What follows belongs to an exercise in optimizing a design on an open flow for small area, a short achievable clock period and few clock cycles per item; a production flow would make more cautious choices. Function was checked by simulation only, so behaviour that the tests miss may differ from the original.

==> flow/design.v (excerpt) <==
module modular_inverse_euclid_core #(
   parameter int unsigned DATA_WIDTH = 63
) (
   input  wire logic                               clock,
   input  wire logic                               reset,
   input  wire logic                               req_valid,
   output logic                                    req_ready,
   input  wire logic [DATA_WIDTH-1:0]              req_value,
   input  wire logic [DATA_WIDTH-1:0]              req_modulus,
   output logic                                    rsp_valid,
   input  wire logic                               rsp_ready,
   output logic [DATA_WIDTH-1:0]                   rsp_inverse,
   output logic [mie_pkg::STATUS_WIDTH-1:0]        rsp_status
);
   localparam int unsigned CW = 6;    
   localparam logic [CW-1:0] J0 = 6'b000001;
   function automatic logic [CW-1:0] j_up(input logic [CW-1:0] x);
      j_up = {x[4:0], x[5] ^ x[4]};
   endfunction
   function automatic logic [CW-1:0] j_dn(input logic [CW-1:0] x);
      j_dn = {x[0] ^ x[5], x[5:1]};
   endfunction
   localparam logic [1:0] PH_RUN  = 2'd0;    
  ...
Size: ~270 flip-flops, roughly 0.025 sq mm of cells after synthesis.
export LEC_CHECK = 0
export CAP_MARGIN = 20
export CORE_MARGIN = 2
export CORE_UTILIZATION = 30
export SETUP_SLACK_MARGIN = 2.5
export SLEW_MARGIN = 20
export TNS_END_PERCENT = 0
create_clock -name core_clock -period 6.0 [get_ports {clock}]
standard.sh (not shown) runs the stock make flow with config.mk's settings and CLKGATE_MAP_FILE= SYNTH_SCRIPT=/design/flow/synth_recipe.tcl, a recipe that flattens the netlist after the stock synthesis.
==> flow/flow/run.sh <==
#!/bin/bash
# The standard layout (standard.sh, the standard flow's own ORFS run, synthesis included
# and unchanged), except that the ports get plain buf_1 cells as their
# buffers instead of the clkdlybuf4s50_1 cells buffer_ports picks by itself.
# make's full output goes to standard_flow.log here; ORFS keeps each step's
# log under orfs/logs as usual.
set -euo pipefail
cd "$(dirname "${BASH_SOURCE[0]}")/.."
bash standard.sh "BUFFER_PORTS_ARGS=-buffer_cell sky130_fd_sc_hd__buf_1" finish \
   > standard_flow.log 2>&1
Testbench counts at the start, summed over its fixed seeds: cycles 314,341, items 2,400.
==> next run, changes <==
==> flow/run.sh (new file) <==
#!/bin/bash
# synth_recipe.tcl (not shown) runs the flow's synth.tcl, then flattens the netlist and writes it again
# the make line also repeats each setting of config.mk as NAME=value (left out here)
make -C /OpenROAD-flow-scripts/flow DESIGN_CONFIG=/design/flow/config.mk WORK_HOME=/design/flow/orfs CLKGATE_MAP_FILE= SYNTH_SCRIPT=/design/flow/synth_recipe.tcl finish
- CORE_UTILIZATION: 30 -> 50
removed: flow/flow/run.sh
removed: flow/standard.sh
Outcome: The new run completed without violations; non-clock buffer count came out lower by 1; routed wire length drops by 2.3%.
==> next run, changes <==
- CORE_UTILIZATION: 50 -> 30
After rerunning: Final cell count increases by 9.5%. Wire length rose by 1.3%. Die area is higher by 65%. Via count shrinks by 3.2%. Synthesized cell count stays the same. Count of clock-buffer cells in the layout went down by 3. Worst setup slack is about the same. Sequential cell count is unchanged.


## 06-22
Another version of the RTL of modular_inverse_euclid_core (not shown whole).
Size: ~3200 cells after synthesis, about 270 flip-flops, ~200 I/O pins.
Settings: LEC_CHECK=0, CAP_MARGIN=20, CORE_MARGIN=2, CORE_UTILIZATION=30, SETUP_SLACK_MARGIN=2.5, SLEW_MARGIN=20, TNS_END_PERCENT=0; clock period 6.0 ns.
==> flow/flow/run.sh <==
#!/bin/bash
# The standard layout (standard.sh, the standard flow's own ORFS run, synthesis included
# and unchanged), except that the ports get plain buf_1 cells as their
# buffers instead of the clkdlybuf4s50_1 cells buffer_ports picks by itself.
# make's full output goes to standard_flow.log here; ORFS keeps each step's
# log under orfs/logs as usual.
set -euo pipefail
cd "$(dirname "${BASH_SOURCE[0]}")/.."
bash standard.sh "BUFFER_PORTS_ARGS=-buffer_cell sky130_fd_sc_hd__buf_1" finish \
   > standard_flow.log 2>&1
Testbench counts of 06-22, summed over its fixed seeds: cycles 309,307, items 2,400.
Input changes introduced in 02-13 (baseline for comparison: 06-22):
==> flow/run.sh (new file) <==
#!/bin/bash
# synth_recipe.tcl (not shown) runs the flow's synth.tcl, then flattens the netlist and writes it again
# the make line also repeats each setting of config.mk as NAME=value (left out here)
make -C /OpenROAD-flow-scripts/flow DESIGN_CONFIG=/design/flow/config.mk WORK_HOME=/design/flow/orfs CLKGATE_MAP_FILE= SYNTH_SCRIPT=/design/flow/synth_recipe.tcl finish
removed: flow/flow/run.sh
removed: flow/standard.sh
## What came out
- Compared with 06-22, 02-13 shows fraction of final layout cells with drive strength greater than 1 lower by 0.57 points.
- 02-13 vs 06-22 — largest driver fanout on the critical path rose 5.
- When the final numbers for 02-13 and 06-22 were put side by side, the post-layout utilization of the core turned out to be greater in 02-13.
- 02-13 vs 06-22: fmax up
- Slowest library cell on the worst path = nor4_2: 06-22; slowest library cell on the worst path = edfxtp_1: 02-13
- The worst setup slack before clock tree synthesis of 02-13 is higher than that of 06-22.
- 02-13 vs 06-22: wire length of the first global-routing pass up slightly
- On final sequential cell count, 02-13 and 06-22 are basically level.
- Diff 02-13..06-22 | hold buffer count at CTS | unchanged
- Via count of 02-13 is on par with 06-22.
- Design area deteriorates in 02-13 relative to 06-22.
- The area growth from synthesis to final layout number comes out higher for 02-13 vs 06-22.

what the ideal ports hide:
In the flow no input, the clock included, has a driving cell. The finished layouts below were timed again as built, in two steps. Step 1, drivers: a clkbuf_16 drives clock and a buf_2 each remaining input, both assumed. Step 2 times the ports against the registers' clock, not the clock port: input delays grow and output delays shrink by t, the midpoint of the rising clock arrivals with the driver on. Three values: no drivers, after step 1, after step 2; two values: the first two.
run | shift t [ns] | setup WS [ns] | worst setup path after step 2 | pins driven straight from the clock port
the first run of note 1 | 0.631 | 2.211 / 2.211 / 2.211 | register to register | 1
the second run of note 1 | 0.624 | 2.050 / 2.050 / 1.908 | input to register | 1
the third run of note 1 | 0.639 | 2.048 / 2.063 / 1.445 | input to register | 1
06-22 | 0.669 | 1.984 / 1.958 / 1.970 | input to register | 1
02-13 | 0.632 | 2.058 / 2.008 / 1.835 | input to register | 1
After both steps setup and hold are still met in every run listed. For the third run of note 1, which loses most, drivers alone change the setup slack by +0.015 ns; drivers and shift together by -0.603 ns.
